Background: an optimization exercise with open tools, aiming at small area. Do not read the settings as production practice.
The RTL was checked by simulation tests, not by an equivalence proof against the original design.
Power is estimated from default activity; no workload was simulated.

==> v13: inputs <==
Design hls_status_monitor_top, start of the top module:
module hls_status_monitor_top (
    input  logic        clock,
    input  logic        reset,
    input  logic        finish,
    input  logic        clear,
    input  logic [9:0]  ap_start,
    input  logic [9:0]  ap_ready,
    input  logic [9:0]  ap_done,
    input  logic [9:0]  ap_continue,
    input  logic        rd_en,
    input  logic [3:0]  rd_ch,
    input  logic [2:0]  rd_sel,
    output logic        rd_valid,
    output logic [15:0] rd_data,
    output logic        active,
    output logic [9:0]  ovf
);
==> flow/config.mk <==
export PLATFORM = sky130hd
export DESIGN_NAME = hls_status_monitor_top
export DESIGN_NICKNAME = hls_status_monitor_top
export VERILOG_FILES = /design/flow/design.v
export SDC_FILE = /design/flow/constraint.sdc
export NUM_CORES = 4
export LEC_CHECK = 0
export CAP_MARGIN = 20
export CORE_MARGIN = 2
export CORE_UTILIZATION = 55
export GPL_TIMING_DRIVEN = 0
export SETUP_SLACK_MARGIN = 0.3
export SLEW_MARGIN = 20
export SYNTH_HIERARCHICAL = 1
export SYNTH_MINIMUM_KEEP_SIZE = 0
==> flow/constraint.sdc <==
create_clock -name core_clock -period 6.0 [get_ports {clock}]
set_input_delay 1.2000 -clock core_clock [delete_from_list [all_inputs] [get_ports {clock}]]
set_output_delay 1.2000 -clock core_clock [all_outputs]
set_load 0.01 [all_outputs]
standard.sh (not shown) runs the stock make flow with config.mk's settings and CLKGATE_MAP_FILE= SYNTH_SCRIPT=/design/flow/synth_recipe.tcl, a recipe that flattens the netlist after the stock synthesis.
==> flow/flow/run.sh <==
#!/bin/bash
set -o pipefail
bash standard.sh \
  "CTS_ARGS=-sink_clustering_enable -repair_clock_nets -dont_use_dummy_load -sink_clustering_size 25 -sink_clustering_max_diameter 90" \
  "BUFFER_PORTS_ARGS=-buffer_cell sky130_fd_sc_hd__buf_2" \
  finish > flow_make.log 2>&1
==> v16: changes against v13 <==
--- a/flow/design.v
+++ b/flow/design.v
@@ -46,11 +46,11 @@
         for (int i = 0; i < N_CH; i++) rc[i] = (32'(rd_ch) == i);
         for (int k = 0; k < 8; k++)    rs[k] = (rd_sel == 3'(k));
     end
     logic [CNT_W-1:0] x_part  [N_CH];    
     logic [CNT_W-1:0] x_part2 [N_CH];    
-    logic [CNT_W-1:0] max_nxt [N_CH];
+    logic [CNT_W-1:0] max_nxt_n [N_CH];    
     logic [1:0]       state_nxt [N_CH];
     logic [N_CH-1:0]  ev_start, ev_ready, ev_done, ev_busy, ev_stall;
     logic [N_CH-1:0]  dlt_p, dlt_m;
     assign active     = active_q;
     assign ovf        = ovf_q;
@@ -68,11 +68,11 @@
     end
     for (genvar c = 0; c < N_CH; c++) begin : g_ch
         logic             st_busy, st_hold;
         logic             nx_busy, nx_hold;
         logic             cont;
-        logic [CNT_W-1:0] start_r, ready_r, busy_r, stall_r, max_r, lat_r;
+        logic [CNT_W-1:0] start_r, ready_r, busy_r, stall_r, max_n_r, lat_r;
         logic [CNT_W-1:0] start_d, ready_d, busy_d, stall_d;
         logic             p_r, m_r;
         logic             f_start, f_ready, f_busy, f_stall, f_lat, f_done;
         logic             e_start, e_ready, e_done, e_busy, e_stall;
         logic             s_eff, d_eff, upd;
@@ -105,19 +105,21 @@
         end else begin : g_nostall
             assign stall_d = '0;
             assign f_stall = 1'b0;
         end
         assign f_done  = (~p_r & ~m_r & f_start) | (p_r & (start_r == {{(CNT_W-1){1'b1}}, 1'b0}));
-        logic [CNT_W-1:0] lat_d, max_d;
-        logic             max_ld, max_keep, f_lat_raw;
-        hms_lat_nx #(.W(CNT_W)) u_lat (.q(lat_r), .busy(st_busy), .nbusy(~st_busy), .d(lat_d), .full(f_lat_raw));
+        logic [CNT_W-1:0] lat_d, lat_sn, max_n_d;
+        logic             max_ld, max_ld_busy_n, max_hold_n, f_lat_raw;
+        hms_lat_nx #(.W(CNT_W)) u_lat (.q(lat_r), .busy(st_busy), .nbusy(~st_busy), .d(lat_d), .sn(lat_sn), .full(f_lat_raw));
         assign f_lat    = st_busy & f_lat_raw;
-        assign upd      = active_q & e_done & (st_busy ? ge(lat_r, max_r) : ~|max_r);
-        assign max_ld   = upd & ~clear;
-        assign max_keep = ~upd & ~clear;
-        for (genvar b = 0; b < CNT_W; b++) begin : g_mx
-            hms_a22o u_mx (.a1(lat_d[b]), .a2(max_ld), .b1(max_keep), .b2(max_r[b]), .x(max_d[b]));
+        assign upd          = active_q & e_done & (st_busy ? ge(lat_r, ~max_n_r) : &max_n_r);
+        assign max_ld       = upd & ~clear;
+        assign max_ld_busy_n = ~(max_ld & st_busy);
+        assign max_hold_n   = upd | clear;
+        assign max_n_d[0] = (~max_ld | (st_busy & lat_sn[0])) & (max_hold_n | max_n_r[0]);
+        for (genvar b = 1; b < CNT_W; b++) begin : g_mx
+            hms_o22a u_mx (.a1(max_ld_busy_n), .a2(lat_sn[b]), .b1(max_hold_n), .b2(max_n_r[b]), .x(max_n_d[b]));
         end
         assign s_eff = active_q & e_start & ~f_start;
         assign d_eff = active_q & e_done & ~f_done;
         always_ff @(posedge clock or negedge reset) begin
             if (!reset) begin
@@ -125,17 +127,17 @@
                 st_hold <= 1'b0;
                 start_r <= '0;
                 ready_r <= '0;
                 busy_r  <= '0;
                 stall_r <= '0;
-                max_r   <= '0;
+                max_n_r <= '1;
                 p_r     <= 1'b0;
                 m_r     <= 1'b0;
             end else begin
                 st_busy <= nx_busy;
                 st_hold <= CONT_EN[c] ? nx_hold : 1'b0;
-                max_r   <= max_d;
+                max_n_r <= max_n_d;
                 start_r <= start_d;
                 ready_r <= ready_d;
                 busy_r  <= busy_d;
                 stall_r <= stall_d;
                 if (clear) begin
@@ -172,11 +174,11 @@
                 hms_nand2 u_sel2 (.a(stall_r[b]), .b(s_stall), .y(x_part2[c][b]));
             end else begin : g_nost
                 assign x_part2[c][b] = 1'b1;
             end
         end
-        assign max_nxt[c]   = max_d;
+        assign max_nxt_n[c] = max_n_d;
         assign state_nxt[c] = {CONT_EN[c] ? nx_hold : 1'b0, nx_busy};
         assign ev_start[c]  = e_start;
         assign ev_ready[c]  = e_ready;
         assign ev_done[c]   = e_done;
         assign ev_busy[c]   = e_busy;
@@ -189,11 +191,11 @@
     logic [3*N_MG-1:0] s_max;
     logic [CNT_W-1:0]  m_dat [3*N_MG];
     for (genvar i = 0; i < 3 * N_MG; i++) begin : g_ms
         if (i < N_CH) begin : g_v
             assign s_max[i] = rc[i] & rs[5];
-            assign m_dat[i] = max_nxt[i];
+            assign m_dat[i] = max_nxt_n[i];
         end else begin : g_z
             assign s_max[i] = 1'b0;
             assign m_dat[i] = '0;
         end
     end
@@ -228,11 +230,16 @@
             x_p   = x_p | (rc[i] & rs[2] & dlt_p[i]);
             x_m   = x_m | (rc[i] & rs[2] & dlt_m[i]);
             oth_val = oth_val | ({CNT_W{rc[i] & rs[6]}} & CNT_W'(state_nxt[i]))
                               | ({CNT_W{rc[i] & rs[7]}} & CNT_W'({ovf_nxt[i], active_nxt}));
         end
-        for (int g = 0; g < N_MG; g++) oth_val = oth_val | ~m_part[g];
+        begin
+            logic [CNT_W-1:0] m_and;
+            m_and = '1;
+            for (int g = 0; g < N_MG; g++) m_and = m_and & m_part[g];
+            oth_val = oth_val | ({CNT_W{rs[5] & (|rc)}} & m_and);
+        end
         x_inc = x_inc & active_q;
         begin
             logic inc1, dec1, inc2, g, sat;
             logic [CNT_W:0]   q_pre, z_pre;
             logic [CNT_W-1:0] t;
@@ -305,14 +312,14 @@
 ) (
     input  logic [W-1:0] q,
     input  logic         busy,
     input  logic         nbusy,
     output logic [W-1:0] d,
+    output logic [W-1:0] sn,
     output logic         full
 );
     logic [W:0]   c;
-    logic [W-1:0] sn;
     assign full = &q;
     assign c[0] = ~full;
     for (genvar i = 0; i < W; i++) begin : g_b
         if (i % 2 == 0) begin : g_e
             hms_xnor2 u_x (.a(q[i]), .b(c[i]), .y(sn[i]));
@@ -351,10 +358,13 @@
     assign x = (a1 & a2) | (b1 & b2);
 endmodule
 module hms_and2 (input logic a, input logic b, output logic y);
     assign y = a & b;
 endmodule
+module hms_o22a (input logic a1, input logic a2, input logic b1, input logic b2, output logic x);
+    assign x = (a1 | a2) & (b1 | b2);
+endmodule
 module hls_status_monitor_top (
     input  logic        clock,
     input  logic        reset,
     input  logic        finish,
     input  logic        clear,
- CORE_UTILIZATION: 55 -> 65
==> v7: changes against v13 <==
==> flow/run.sh (new file) <==
#!/bin/bash
# synth_recipe.tcl (not shown) runs the flow's synth.tcl, then flattens the netlist and writes it again
# the make line also repeats each setting of config.mk as NAME=value (left out here)
make -C /OpenROAD-flow-scripts/flow DESIGN_CONFIG=/design/flow/config.mk WORK_HOME=/design/flow/orfs CLKGATE_MAP_FILE= SYNTH_SCRIPT=/design/flow/synth_recipe.tcl finish
- CTS_CLUSTER_DIAMETER: default -> 100
- CTS_CLUSTER_SIZE: default -> 30
- SETUP_SLACK_MARGIN: 0.3 -> default
removed: flow/flow/run.sh
removed: flow/standard.sh
==> notes.md <==
----------------------------------------------------
[Status]
  Status ... timing/DRC/antenna clean

[Power]
  Clock share of power ... 0.315
  Sequential fraction of design power ... 0.601
  Combinational share of power ... 0.083

[Placement]
  I/O Buffers ... 74

[Route]
  Routed met1 length ... 72.0 mm
  Metal2 WL ... 71.0 mm
  First-pass iteration count of the detailed router ... 14

[Yosys]
  Share of synthesized cell area in and, or, nand and nor gates ... 0.245

[Setup path]
  Critical path data required time ... 6.57 ns

[Clock tree]
  Count of buffers added by post-CTS timing repair for setup ... 17
  Clock-pin slew on the worst setup and hold paths ... 0.10 ns

[Layout]
  Inverter count of the layout excluding clock inverters ... 153
  Fraction of final layout cells sized beyond drive strength 1 ... 0.0573
  Seq. cell area ... 23,600 um2

[Min path]
  Hold Crit Depth ... 1

----------------------------------------------------
That was v13.
==> notes.md <==
----------------------------------------------------
[Status]
  Status ... complete, but fails checks
  Failing layout criteria ..... negative setup slack

[Power]
  Clock share of power ... 0.328
  Sequential fraction of design power ... 0.587
  Combinational share of power ... 0.085

[STA]
  Final number of setup-violating endpoints ... 7
  Final worst-path setup slack ... -0.113 ns

[Layout]
  Seq. cell area ... 23,600 um2

[Clock tree]
  Count of buffers added by post-CTS timing repair for setup ... 19

[Placement]
  I/O Buffers ... 74

[Route]
  Routed met1 length ... 71.4 mm
  Metal2 WL ... 71.3 mm

[Yosys]
  Share of synthesized cell area in and, or, nand and nor gates ... 0.245

----------------------------------------------------
That was v7.
==> notes.md <==
----------------------------------------------------
[Power]
  Combinational share of power ... 0.087
  Sequential fraction of design power ... 0.606

[Route]
  Metal2 WL ... 68.4 mm
  Routed met1 length ... 63.4 mm

[Layout]
  Inverter count of the layout excluding clock inverters ... 39
  Fraction of final layout cells sized beyond drive strength 1 ... 0.0729

[Clock tree]
  Clock-pin slew on the worst setup and hold paths ... 0.10 ns
  Count of buffers added by post-CTS timing repair for setup ... 0

[STA]
  Clock skew after layout ... 0.0371 ns

[Setup path]
  Critical path data required time ... 6.47 ns

[Placement]
  I/O Buffers ... 75

[Floorplan]
  Area of the die ... 79,300 um2

[Status]
  Status ... timing/DRC/antenna clean

[Yosys]
  Share of synthesized cell area in and, or, nand and nor gates ... 0.240

----------------------------------------------------
That was v16.

[re-timing with driven ports]
The flow's constraints put no driver on any port. The routed layouts listed below were extracted and timed again, unchanged, in two steps. Step 1 (the two cells are an assumption about what drives the block):
set clk [get_ports {clock}]
set_driving_cell -lib_cell sky130_fd_sc_hd__clkbuf_16 $clk
set_driving_cell -lib_cell sky130_fd_sc_hd__buf_2 [delete_from_list [all_inputs] $clk]
Step 2 times the ports against the registers' clock, not the clock port: input delays grow and output delays shrink by t, the midpoint of the rising clock arrivals with the driver on. Slacks: no drivers / after step 1 / after step 2; pairs: no drivers / after step 1.
run	shift t [ns]	setup WS [ns]	worst hold slack (ns)	worst setup path after step 2	worst register clock-pin slew, ns
v13	0.707	0.252 / 0.201 / -0.506	0.495 / 0.495 / 0.495	input to register	0.11 / 0.11
v16	0.701	0.081 / 0.117 / -0.584	0.429 / 0.431 / 0.435	input to register	0.10 / 0.10
v7	0.720	-0.113 / -0.069 / -0.789	0.377 / 0.366 / 0.493	input to register	0.12 / 0.12
With both steps, setup timing fails in v13 and v16, where it was met with ideal ports. For v13, which loses most, drivers alone change the setup slack by -0.051 ns; drivers and shift together by -0.758 ns.
